Source: an optimization exercise on an open RTL-to-GDS flow (aim: small area, a short achievable clock period and few clock cycles). Production flows keep margins and buffers that such runs may drop.
No functional check of the RTL was part of this run.
Power figures rest on the tool's default switching activity, not on a simulated workload.

==> design.v <==
package alu_pkg;
        localparam int xlen = 32;
        localparam int mul_latency = 2;
        localparam int div_latency = 33;
        typedef enum logic [4:0] {
                op_add    = 5'd0,
                op_sll    = 5'd1,
                op_slt    = 5'd2,
                op_sltu   = 5'd3,
                op_xor    = 5'd4,
                op_srl    = 5'd5,
                op_or     = 5'd6,
                op_and    = 5'd7,
                op_mul    = 5'd8,
                op_mulh   = 5'd9,
                op_mulhsu = 5'd10,
                op_mulhu  = 5'd11,
                op_div    = 5'd12,
                op_divu   = 5'd13,
                op_rem    = 5'd14,
                op_remu   = 5'd15,
                op_sub    = 5'd16,
                op_sra    = 5'd21,
                op_fwd    = 5'd24
        } alu_op_e;
        typedef struct packed {
                alu_op_e         op;
                logic [xlen-1:0] data1;
                logic [xlen-1:0] data2;
        } exec_req_t;
        typedef struct packed {
                logic zero;
                logic sign;
                logic sltu;
        } exec_flags_t;
        typedef struct packed {
                logic [xlen-1:0] result;
                exec_flags_t     flags;
        } exec_rsp_t;
endpackage
`timescale 1ns/1ps
module pfx_add #(
        parameter int W = 32
) (
        input  logic [W-1:0] a,
        input  logic [W-1:0] b,
        input  logic         cin,
        output logic [W-1:0] s,
        output logic         cout
);
        localparam int N = W + 1;           
        localparam int L = $clog2(N);
        logic [N*(L+1)-1:0] g;
        logic [N*(L+1)-1:0] p;
        always_comb begin
                g[0] = cin;
                p[0] = 1'b0;
                for (int i = 0; i < W; i++) begin
                        g[i+1] = a[i] & b[i];
                        p[i+1] = a[i] ^ b[i];
                end
                for (int l = 0; l < L; l++) begin
                        for (int i = 0; i < N; i++) begin
                                if (((i >> l) & 1) == 1) begin
                                        g[(l+1)*N+i] = g[l*N+i] | (p[l*N+i] & g[l*N+((i >> l) << l)-1]);
                                        p[(l+1)*N+i] = p[l*N+i] & p[l*N+((i >> l) << l)-1];
                                end else begin
                                        g[(l+1)*N+i] = g[l*N+i];
                                        p[(l+1)*N+i] = p[l*N+i];
                                end
                        end
                end
                for (int i = 0; i < W; i++) s[i] = p[i+1] ^ g[L*N+i];
                cout = g[L*N+W];
        end
endmodule
`timescale 1ns/1ps
module exec_unit_top (
        input  logic        clk,
        input  logic        reset,
        input  logic        start,
        input  logic [4:0]  op,
        input  logic [31:0] data1,
        input  logic [31:0] data2,
        output logic        busy,
        output logic        done,
        output logic [31:0] result,
        output logic        flag_zero,
        output logic        flag_sign,
        output logic        flag_sltu
);
        localparam logic [4:0] OP_ADD = 5'd0, OP_SLL = 5'd1, OP_SLT = 5'd2, OP_SLTU = 5'd3,
                OP_XOR = 5'd4, OP_SRL = 5'd5, OP_OR = 5'd6, OP_AND = 5'd7, OP_MUL = 5'd8,
                OP_MULH = 5'd9, OP_MULHSU = 5'd10, OP_MULHU = 5'd11, OP_DIV = 5'd12,
                OP_DIVU = 5'd13, OP_REM = 5'd14, OP_REMU = 5'd15, OP_SUB = 5'd16,
                OP_SRA = 5'd21, OP_FWD = 5'd24;
        logic        res_q;       
        logic        mul_q;       
        logic        dal_q;       
        logic        dit_q;       
        logic        fix_q;       
        logic [4:0]  cnt_q;       
        logic [8:0]  tsel_q;      
        logic [5:0]  bctl_q;      
        logic        hi_q;        
        logic        mext_q;      
        logic        pext_q;      
        logic        rem_q;       
        logic        negq_q;      
        logic        negr_q;      
        logic        osel_acc_q;  
        logic        osel_hi_q;   
        logic [2:0]  flags_q;
        logic [31:0] x_q;
        logic [33:0] y_q;         
        logic [63:0] acc_q;
        logic        accept;
        assign busy = mul_q | dal_q | dit_q | fix_q;
        assign accept = start & ~busy;
        assign done = res_q;
        assign result = osel_acc_q ? (osel_hi_q ? acc_q[63:32] : acc_q[31:0]) : x_q;
        assign flag_zero = flags_q[2];
        assign flag_sign = flags_q[1];
        assign flag_sltu = flags_q[0];
        logic        in_mul;
        logic        in_div;
        logic        in_sub;
        logic        in_dsigned;
        logic        in_rem;
        logic        in_neg1;
        logic        in_neg2;
        logic        in_bzero;
        assign in_mul = (op[4:2] == 3'b010);
        assign in_div = (op[4:2] == 3'b011);
        assign in_sub = op[4];
        assign in_dsigned = ~op[0];
        assign in_rem = op[1];
        assign in_neg1 = in_dsigned & data1[31];
        assign in_neg2 = in_dsigned & data2[31];
        assign in_bzero = (data2 == 32'b0);
        logic [31:0] neg_src;
        logic [31:0] neg_out;
        logic [31:0] abs2;
        assign neg_src = fix_q ? (rem_q ? acc_q[63:32] : acc_q[31:0]) : data1;
        logic [31:0] neg2;
        pfx_add #(.W(32)) u_neg1 (
                .a    (~neg_src),
                .b    (32'b0),
                .cin  (1'b1),
                .s    (neg_out),
                .cout ()
        );
        pfx_add #(.W(32)) u_neg2 (
                .a    (~data2),
                .b    (32'b0),
                .cin  (1'b1),
                .s    (neg2),
                .cout ()
        );
        assign abs2 = in_neg2 ? neg2 : data2;
        logic [33:0] sh_src;
        logic [33:0] sh_r;
        logic [33:0] sh_l;
        logic [4:0]  sh_amt;
        logic        sh_fill;
        logic [31:0] d1_rev;
        logic [31:0] y_rev;
        logic [4:0]  dsh;         
        always_comb begin
                for (int i = 0; i < 32; i++) begin
                        d1_rev[i] = data1[31-i];
                        y_rev[i] = y_q[31-i];
                end
        end
        assign sh_src = {dal_q ? y_rev : ((op == OP_SLL) ? d1_rev : data1), 2'b00};
        assign sh_fill = ~dal_q & (op == OP_SRA) & data1[31];
        assign sh_amt = dal_q ? dsh : data2[4:0];
        assign sh_r = 34'($signed({sh_fill, sh_src}) >>> sh_amt);
        always_comb begin
                for (int i = 0; i < 34; i++) sh_l[i] = sh_r[33-i];
        end
        logic [31:0] sum;
        logic        lt_s;
        logic        lt_u;
        pfx_add #(.W(32)) u_add (
                .a    (data1),
                .b    (in_sub ? ~data2 : data2),
                .cin  (in_sub),
                .s    (sum),
                .cout ()
        );
        assign lt_u = (data1 < data2);
        assign lt_s = (data1[31] ^ data2[31]) ? data1[31] : lt_u;
        function automatic logic [36:0] ext37(input logic [32:0] v);
                ext37 = {{3{v[32]}}, v, 1'b0};
        endfunction
        function automatic logic [8:0] pair_groups(input logic [32:0] v);
                logic [33:0] e;
                logic [8:0]  g;
                e = {1'b0, v} ^ {v, 1'b0};
                for (int t = 0; t < 9; t++) g[t] = 1'b0;
                for (int i = 0; i < 33; i++) g[i / 4] = g[i / 4] | e[i];
                pair_groups = g;
        endfunction
        function automatic logic [8:0] top_group(input logic [8:0] g);
                logic [8:0] t;
                logic       above;
                above = 1'b0;
                for (int k = 8; k >= 0; k--) begin
                        t[k] = g[k] & ~above;
                        above = above | g[k];
                end
                top_group = t;
        endfunction
        function automatic logic [4:0] pick_window(input logic [36:0] e, input logic [8:0] sel);
                logic [4:0] w;
                w = 5'b0;
                for (int t = 0; t < 9; t++) w = w | (e[4*t +: 5] & {5{sel[t]}});
                pick_window = w;
        endfunction
        function automatic logic [5:0] booth_enc(input logic [4:0] w);
                logic [2:0] h;
                logic [2:0] l;
                h = w[4:2];
                l = w[2:0];
                booth_enc = {h[1] ^ h[0], h[2] ? (~h[1] & ~h[0]) : (h[1] & h[0]), h[2],
                             l[1] ^ l[0], l[2] ? (~l[1] & ~l[0]) : (l[1] & l[0]), l[2]};
        endfunction
        logic        in_ext1;
        logic        in_ext2;
        logic [32:0] in_v1;
        logic [32:0] in_v2;
        logic [8:0]  in_g1;
        logic [8:0]  in_g2;
        logic [8:0]  in_t1;
        logic [8:0]  in_t2;
        logic [8:0]  in_g1_ge;
        logic        in_sw;
        logic        in_mzero;
        logic [5:0]  in_b1;
        logic [5:0]  in_b2;
        assign in_ext1 = (op != OP_MULHU) & data1[31];
        assign in_ext2 = ((op == OP_MUL) | (op == OP_MULH)) & data2[31];
        assign in_v1 = {in_ext1, data1};
        assign in_v2 = {in_ext2, data2};
        assign in_g1 = pair_groups(in_v1);
        assign in_g2 = pair_groups(in_v2);
        assign in_t1 = top_group(in_g1);
        assign in_t2 = top_group(in_g2);
        assign in_b1 = booth_enc(pick_window(ext37(in_v1), in_t1));
        assign in_b2 = booth_enc(pick_window(ext37(in_v2), in_t2));
        always_comb begin
                for (int k = 0; k < 9; k++) begin
                        in_g1_ge[k] = 1'b0;
                        for (int j = k; j < 9; j++) in_g1_ge[k] = in_g1_ge[k] | in_g1[j];
                end
        end
        assign in_sw = |(in_t2 & ~in_g1_ge);
        assign in_mzero = ~(|in_g1) | ~(|in_g2);
        logic [32:0] mcand;
        logic [34:0] m2;
        logic [33:0] sel_hi;
        logic [33:0] sel_lo;
        logic [33:0] row_hi;
        logic [33:0] row_lo;
        logic [63:0] acc_next;
        logic [8:0]  tsel_next;
        logic [5:0]  bctl_next;
        assign mcand = {mext_q, x_q};
        assign m2 = {mext_q, mcand, 1'b0};   
        always_comb begin
                for (int i = 0; i < 34; i++) begin
                        sel_hi[i] = (bctl_q[5] & m2[i+1]) | (bctl_q[4] & m2[i]);
                        sel_lo[i] = (bctl_q[2] & m2[i+1]) | (bctl_q[1] & m2[i]);
                end
        end
        assign row_hi = sel_hi ^ {34{bctl_q[3]}};
        assign row_lo = sel_lo ^ {34{bctl_q[0]}};
        logic [63:0] csa_a;
        logic [63:0] csa_b;
        logic [63:0] csa_c;
        logic [63:0] csa_s;
        logic [63:0] csa_k;
        assign csa_a = {acc_q[59:0], 1'b0, bctl_q[3], 1'b0, bctl_q[0]};
        assign csa_b = {{28{row_hi[33]}}, row_hi, 2'b0};
        assign csa_c = {{30{row_lo[33]}}, row_lo};
        assign csa_s = csa_a ^ csa_b ^ csa_c;
        assign csa_k = (csa_a & csa_b) | (csa_a & csa_c) | (csa_b & csa_c);
        pfx_add #(.W(64)) u_macc (
                .a    (csa_s),
                .b    ({csa_k[62:0], 1'b0}),
                .cin  (1'b0),
                .s    (acc_next),
                .cout ()
        );
        assign tsel_next = {1'b0, tsel_q[8:1]};
        assign bctl_next = booth_enc(pick_window(ext37({pext_q, y_q[31:0]}), tsel_next));
        function automatic logic [5:0] clz32(input logic [31:0] v);
                logic [15:0] v0;
                logic [15:0] c0;
                logic [7:0]  v1;
                logic [15:0] c1;
                logic [3:0]  v2;
                logic [11:0] c2;
                logic [1:0]  v3;
                logic [7:0]  c3;
                logic [4:0]  c4;
                for (int i = 0; i < 16; i++) begin
                        v0[i] = v[2*i+1] | v[2*i];
                        c0[i] = ~v[2*i+1];
                end
                for (int i = 0; i < 8; i++) begin
                        v1[i] = v0[2*i+1] | v0[2*i];
                        c1[2*i +: 2] = v0[2*i+1] ? {1'b0, c0[2*i+1]} : {1'b1, c0[2*i]};
                end
                for (int i = 0; i < 4; i++) begin
                        v2[i] = v1[2*i+1] | v1[2*i];
                        c2[3*i +: 3] = v1[2*i+1] ? {1'b0, c1[2*(2*i+1) +: 2]} : {1'b1, c1[2*(2*i) +: 2]};
                end
                for (int i = 0; i < 2; i++) begin
                        v3[i] = v2[2*i+1] | v2[2*i];
                        c3[4*i +: 4] = v2[2*i+1] ? {1'b0, c2[3*(2*i+1) +: 3]} : {1'b1, c2[3*(2*i) +: 3]};
                end
                c4 = v3[1] ? {1'b0, c3[7:4]} : {1'b1, c3[3:0]};
                clz32 = (v3[1] | v3[0]) ? {1'b0, c4} : 6'd32;
        endfunction
        logic [31:0] d_diff;
        logic        d_ge;
        logic [31:0] d_rem;
        logic        d_neg;
        logic        in_early;
        logic [5:0]  cla_q;       
        logic [5:0]  clb_q;       
        logic [6:0]  al_dsh;
        assign al_dsh = {1'b0, clb_q} - {1'b0, cla_q} + {6'b0, negr_q};
        assign dsh = al_dsh[5] ? 5'd31 : al_dsh[4:0];
        logic [31:0] in_ax;
        logic [31:0] in_bx;
        logic [32:0] in_za;       
        logic [31:0] in_hit;
        assign in_ax = data1 ^ {32{in_neg1}};
        assign in_bx = data2 ^ {32{in_neg2}};
        always_comb begin
                in_za[32] = 1'b1;
                for (int j = 31; j >= 0; j--) in_za[j] = in_za[j+1] & ~in_ax[j];
                for (int k = 0; k < 32; k++) begin
                        if (k == 0) in_hit[k] = in_bx[k] & in_za[k] & ~in_neg1;
                        else in_hit[k] = in_bx[k] & (in_neg1 ? in_za[k-1] : in_za[k]);
                end
        end
        assign in_early = |in_hit;
        logic [33:0] d_diff34;
        logic [33:0] d_diffh34;
        logic        d_geh;       
        logic        d_two;       
        pfx_add #(.W(34)) u_sub (
                .a    ({2'b00, acc_q[63:32]}),
                .b    (~y_q),
                .cin  (1'b1),
                .s    (d_diff34),
                .cout (d_ge)
        );
        pfx_add #(.W(34)) u_subh (
                .a    ({2'b00, acc_q[63:32]}),
                .b    (~{1'b0, y_q[33:1]}),
                .cin  (1'b1),
                .s    (d_diffh34),
                .cout (d_geh)
        );
        assign d_two = ~d_ge & (cnt_q != 5'd0);
        assign d_diff = d_diff34[31:0];
        assign d_rem = d_ge ? d_diff : ((d_two & d_geh) ? d_diffh34[31:0] : acc_q[63:32]);
        assign d_neg = rem_q ? negr_q : negq_q;
        logic        s_sum;
        logic        s_shr;
        logic        s_shl;
        logic        s_xor;
        logic        s_or;
        logic        s_and;
        logic        s_d1;
        logic        s_d2;
        logic        s_slt;
        logic        s_sltu;
        logic        s_hold;
        logic [31:0] x_next;
        logic        in_alu;
        assign in_alu = ~in_mul & ~in_div;
        always_comb begin
                s_sum  = accept & in_alu & ((op == OP_ADD) | (op == OP_SUB));
                s_shr  = accept & in_alu & ((op == OP_SRL) | (op == OP_SRA));
                s_shl  = accept & in_alu & (op == OP_SLL);
                s_xor  = accept & in_alu & (op == OP_XOR);
                s_or   = accept & in_alu & (op == OP_OR);
                s_and  = accept & in_alu & (op == OP_AND);
                s_slt  = accept & in_alu & (op == OP_SLT);
                s_sltu = accept & in_alu & (op == OP_SLTU);
                s_d2   = accept & ((in_alu & (op == OP_FWD)) | (in_mul & in_sw));
                s_d1   = accept & ((in_mul & ~in_sw) | in_div);
                s_hold = ~accept;
        end
        always_comb begin
                x_next = ({32{s_sum}} & sum)
                       | ({32{s_shr}} & sh_r[33:2])
                       | ({32{s_shl}} & sh_l[31:0])
                       | ({32{s_xor}} & (data1 ^ data2))
                       | ({32{s_or}} & (data1 | data2))
                       | ({32{s_and}} & (data1 & data2))
                       | ({32{s_d1}} & data1)
                       | ({32{s_d2}} & data2)
                       | {31'b0, (s_slt & lt_s) | (s_sltu & lt_u)}
                       | ({32{s_hold}} & x_q);
        end
        always_ff @(posedge clk) begin
                if (reset) begin
                        res_q <= 1'b0;
                        mul_q <= 1'b0;
                        dal_q <= 1'b0;
                        dit_q <= 1'b0;
                        fix_q <= 1'b0;
                end else begin
                        res_q <= 1'b0;
                        if (accept) begin
                                if (in_mul) begin
                                        mul_q <= ~in_mzero;
                                        res_q <= in_mzero;
                                end else if (in_div) begin
                                        dal_q <= ~in_bzero & ~in_early;
                                        res_q <= in_bzero | in_early;
                                end else begin
                                        res_q <= 1'b1;
                                end
                        end
                        if (mul_q && tsel_q[0]) begin
                                mul_q <= 1'b0;
                                res_q <= 1'b1;
                        end
                        if (dal_q) begin
                                dal_q <= 1'b0;
                                dit_q <= 1'b1;
                        end
                        if (dit_q && (cnt_q == 5'd0 || (d_two && cnt_q == 5'd1))) begin
                                dit_q <= 1'b0;
                                fix_q <= d_neg;
                                res_q <= ~d_neg;
                        end
                        if (fix_q) begin
                                fix_q <= 1'b0;
                                res_q <= 1'b1;
                        end
                end
        end
        always_ff @(posedge clk) begin
                x_q <= x_next;
                if (accept) begin
                        flags_q <= {data1 == data2, lt_s, lt_u};
                        hi_q <= (op[1:0] != 2'b00);
                        rem_q <= in_rem;
                        negq_q <= in_dsigned & (data1[31] ^ data2[31]);
                        negr_q <= in_neg1;
                        mext_q <= in_sw ? in_ext2 : in_ext1;
                        pext_q <= in_sw ? in_ext1 : in_ext2;
                        tsel_q <= in_sw ? in_t1 : in_t2;
                        bctl_q <= in_sw ? in_b1 : in_b2;
                        if (in_div) begin
                                acc_q[63:32] <= (in_neg1 & ~in_bzero) ? neg_out : data1;
                                acc_q[31:0] <= in_bzero ? 32'hffff_ffff : 32'b0;
                        end else begin
                                acc_q <= 64'b0;
                        end
                        osel_acc_q <= in_mul | (in_div & ~(in_early & in_rem));
                        osel_hi_q <= in_rem;
                        if (in_mul) y_q <= {2'b00, in_sw ? data1 : data2};
                        else y_q <= {2'b00, abs2};
                        cla_q <= clz32(data1 ^ {32{in_neg1}});
                        clb_q <= clz32(data2 ^ {32{in_neg2}});
                end else if (mul_q) begin
                        acc_q <= acc_next;
                        tsel_q <= tsel_next;
                        bctl_q <= bctl_next;
                        osel_hi_q <= hi_q;
                end else if (dal_q) begin
                        y_q <= sh_l;
                        cnt_q <= dsh;
                end else if (dit_q) begin
                        acc_q[63:32] <= d_rem;
                        if (d_two) begin
                                acc_q[31:0] <= {acc_q[29:0], 1'b0, d_geh};
                                y_q <= {2'b0, y_q[33:2]};
                                cnt_q <= cnt_q - 5'd2;
                        end else begin
                                acc_q[31:0] <= {acc_q[30:0], d_ge};
                                y_q <= {1'b0, y_q[33:1]};
                                cnt_q <= cnt_q - 5'd1;
                        end
                end else if (fix_q) begin
                        if (rem_q) acc_q[63:32] <= neg_out;
                        else acc_q[31:0] <= neg_out;
                end
        end
endmodule
==> flow/run.sh <==
#!/bin/bash
# Layout flow: the standard layout (standard.sh, all ORFS steps unchanged)
# with one difference: the port buffers that global placement inserts on every
# input and output are sky130_fd_sc_hd__buf_2 instead of the delay cell that
# buffer_ports picks by default.  The make output goes to standard.log; each
# ORFS step keeps its own log under orfs/logs/.
set -euo pipefail
bash standard.sh "BUFFER_PORTS_ARGS=-buffer_cell sky130_fd_sc_hd__buf_2" finish > standard.log 2>&1
==> standard.sh <==
#!/bin/bash
# synth_recipe.tcl (not shown) runs the flow's synth.tcl, then flattens the netlist and writes it again
# the make line also repeats each setting of config.mk as NAME=value (left out here)
make -C /OpenROAD-flow-scripts/flow DESIGN_CONFIG=/design/flow/config.mk WORK_HOME=/design/flow/orfs CLKGATE_MAP_FILE= SYNTH_SCRIPT=/design/flow/synth_recipe.tcl "${@:-finish}"
==> config.mk <==
export PLATFORM = sky130hd
export DESIGN_NAME = exec_unit_top
export DESIGN_NICKNAME = exec_unit_top
export VERILOG_FILES = /design/flow/design.v
export SDC_FILE = /design/flow/constraint.sdc
export NUM_CORES = 4
export LEC_CHECK = 0
export CAP_MARGIN = 20
export CORE_MARGIN = 2
export CORE_UTILIZATION = 40
export SETUP_SLACK_MARGIN = 5
export SLEW_MARGIN = 20
==> constraint.sdc <==
create_clock -name core_clock -period 10.0 [get_ports {clk}]
set_input_delay 2.0000 -clock core_clock [delete_from_list [all_inputs] [get_ports {clk}]]
set_output_delay 2.0000 -clock core_clock [all_outputs]
set_load 0.01 [all_outputs]
==> notes.md <==
==> cell families after synthesis <==
kind of cell,count (synthesis),synth area share (%)
XOR/XNOR,256,7.31
AO/OA/AOI/OAI,1383,29.4
multiplexers,229,7.59
AND/OR/NAND/NOR,1105,16.2
adder cells (fa/ha/maj),395,17.6
flip-flops,177,15.8
buffers and inverters,487,6.07
==> layout make-up <==
| class | instances | area, µm² | area share (%) |
|---|---|---|---|
| diodes | 2 | 5.00 | 0.0137 |
| clock inverters | 14 | 123 | 0.336 |
| inverters | 193 | 832 | 2.28 |
| well taps | 1040 | 1300 | 3.56 |
| multi-input cells | 3372 | 26000 | 71.3 |
| repair buffers | 321 | 2850 | 7.80 |
| flip-flops and latches | 177 | 4950 | 13.6 |
| clock buffers | 18 | 439 | 1.20 |
==> registers in the layout (all words and copies together) (netlist names), 3 cells and up <==
| signal | count |
|---|---|
| acc_q | 64 |
| y_q | 34 |
| x_q | 32 |
| tsel_q | 9 |
| bctl_q | 6 |
| cla_q | 6 |
| clb_q | 6 |
| cnt_q | 5 |
| flags_q | 3 |
==> cell usage in the layout, fill, tap and decap left out, types with 34 or more instances in the layout <==
cell type and n:
nand2_1 406, a21oi_1 323, ha_1 299, nor2_1 292, o21ai_0 266, buf_4 180
xnor2_1 159, inv_1 158, mux2i_1 155, edfxtp_1 140, a22oi_1 106, xor2_1 90
nand3_1 77, fa_1 74, a31oi_1 73, buf_2 73, nor3_1 61, a221o_1 59
mux2_2 55, a211oi_1 50, nand4_1 41, o211ai_1 36, o21ai_1 35, a21o_1 34
a221oi_1 34, o221ai_1 34
==> Yosys cell counts, drive strengths merged (42+ instances only) <==
cell	count	area [µm²]
nand2	408	1530
a21oi	345	1730
ha	319	3990
o21ai	316	1580
nor2	304	1150
clkbuf	230	863
inv	191	717
mux2i	172	1720
xnor2	162	1420
edfxtp	140	4200
a22oi	110	826
xor2	91	797
a31oi	80	507
nand3	79	395
fa	76	1520
nor3	69	350
buf	64	309
a221o	60	601
a221oi	60	551
mux2	56	631
a211oi	54	423
nand4	42	269
==> metal layers <==
metal  track usage [%]  wire (µm)  up-vias
met3              8.53      19000      604
met4              28.8      14900        6
met5                 0         38        -
li1                  -          -    15158
met1              51.2      63700    16882
met2              59.9      70600     2496
==> power breakdown <==
group          total (mW)  leakage [nW]  switching (mW)  internal, mW
Combinational        4.24          12.4            2.54          1.70
Sequential           1.14          1.70           0.226         0.910
Clock               0.715         0.280           0.381         0.333
==> worst max-delay path, cell delays in order <==
cell and delay (ns):
buf_2 0.16, nand2b_1 0.15, nand3b_1 0.23, inv_2 0.56, buf_4 0.59, and2_1 0.63, nand2_1 0.39, o311ai_0 0.62
a211oi_1 0.18, nand2_1 0.10
==> worst paths after layout <==
check | from | endpoint
worst max-delay path | start | x_q[28]
worst min-delay path | hi_q | osel_hi_q
worst max register to register | cla_q[0] | x_q[8]
worst min register to register | hi_q | osel_hi_q
==> what timing repair did <==
| action | 4_1_cts | 5_1_grt |
|---|---|---|
| endpoints found under the setup margin | 169 | 141 |
| setup buffers | 74 | 47 |
| cloned | 5 | 3 |
| pin swaps | 29 | 50 |
| hold endpoints to repair | 0 | 0 |
| resized for setup | 262 | 156 |
==> metrics by stage <==
| stage | total power [mW] | cells | hold slack, ns | instance area (µm²) | setup WS [ns] |
|---|---|---|---|---|---|
| global placement | 4.88 | 4974 | 0.510 | 33000 | 3.18 |
| global route | 6.43 | 5136 | 0.558 | 36500 | 4.86 |
| CTS | 5.82 | 5085 | 0.529 | 35400 | 4.96 |
| finish | 6.09 | 5137 | 0.540 | 36500 | 4.82 |
| detailed placement | 4.88 | 4974 | 0.509 | 33000 | 3.15 |
| floorplan | 3.70 | 4032 | 0.491 | 31700 | 4.72 |
==> results.py <==
metrics = {
    "global_route": {
        "grt_pass1_wl_mm": 237,
        "grt_use_total_pct": 40.1,
        "overflow": 0,
        "grt_max_degree": 65,
        "grt_pass1_vias": 32188,
        "antenna_found_initial": 6,
    },
    "worst_setup_path": {
        "crit_type": "in2reg",
        "startpoint_type": "input pin",
        "critical_path_arrival_ns": 5.64,
        "crit_fanout": 34,
        "critPathRequiredTime_ns": 10.46,
        "critPathCaptureType": "flop",
        "worst_r2r_path_depth": 17,
        "r2r_slack_ns": 5.03,
    },
    "worst_hold_path": {
        "min_path_cells": 2,
        "hp-class": "reg2reg",
    },
    "timing": {
        "drv_slew": 0,
        "clock_skew_ns": 0.0203,
        "rsz0062_at_grt": "true",
        "fmax_mhz": 193,
        "worst_pin_slew_ns": 1.11,
        "hold_violations": 0,
        "relSlewSlack_pct": 25.9,
        "min_period_over_period_pct": 51.8,
        "setup_violations": 0,
        "period_needed_ns": 5.18,
        "finalSetupTns_ns": 0,
    },
    "synth": {
        "ys_warn_count": 4,
        "syn-num-nets": 4499,
        "synth-seq-area-share_pct": 15.8,
        "synthCells": 4032,
        "syn-cell-area_mm2": 0.0313,
        "synth_edf_count": 140,
        "synth_cell_types": 103,
        "async_reset_ff_share_pct": 0,
        "ys_ff_latch": 177,
        "postSynthAreaPerCell_um2": 7.76,
        "ys.flop_type": "edfxtp_1",
    },
    "route": {
        "drc": 0,
        "drt_wl_total_mm": 168,
        "wl_per_cell_um": 32.7,
        "vias": 35146,
        "drtIter0Drc": 4777,
        "firstDrtPassIters": 9,
        "antenna_left": 0,
        "via_per_inst": 6.84,
    },
    "floorplanning": {
        "initial_utilization_pct": 40.4,
        "chipWidth_um": 284,
        "io_pins": 109,
        "die_h_um": 284,
        "die_area_mm2": 0.0804,
        "core_mm2": 0.0775,
        "core.rowCount": 102,
    },
    "clock_network": {
        "cts_buffer_depth": 2,
        "cts_max_level": 4,
        "tritoncts": "done",
        "clkTransAtPathRegs_ns": 0.08,
        "clk-insertion-delay-late_ns": 0.52,
        "root_buffer": "clkbuf_16",
        "clock_sinks": 177,
        "hold_buffers": 0,
        "numCtsBuffers": 17,
    },
    "layout": {
        "fillers": 7834,
        "drive_gt1_share_pct": 16.9,
        "nets": 4549,
        "area_growth_pct": 16.9,
        "utilization_pct": 47.2,
    },
    "placed_design": {
        "io_buffer_count": 108,
        "place_hpwl_mm": 125,
        "gp_congestion": 1.08,
    },
    "pwr": {
        "powerDensity_mw_per_mm2": 167,
        "ir_drop_mv": 0.160,
        "p_leak_nw": 14.4,
    },
    "job": {
        "cap_violations": 0,
    },
    "run_status": {
        "status": "finished clean",
    },
}

==> what the ideal ports hide <==
No port has a modelled driver above. Below, the same layout with a new extraction and two added sets of constraints. Step 1 sets driving cells, clkbuf_16 on the clock port and buf_2 on the other inputs (assumed; they add their load-dependent delay and slew). Step 2 moves the port delays by t, midway between the first and last clock arrival at a register: inputs arrive t later, outputs are due t later. That takes back most of the time a late clock gives input paths. Three values: ideal, step 1, step 2; two values: the first two.
shift t [ns]: 0.586
slack for setup (ns): 4.824 / 4.871 / 4.285
worst slew at a driven data input, ns: 0.13
After both steps this run still meets setup and hold. The setup slack of this run moves by +0.047 ns with the drivers and by -0.539 ns with both steps.
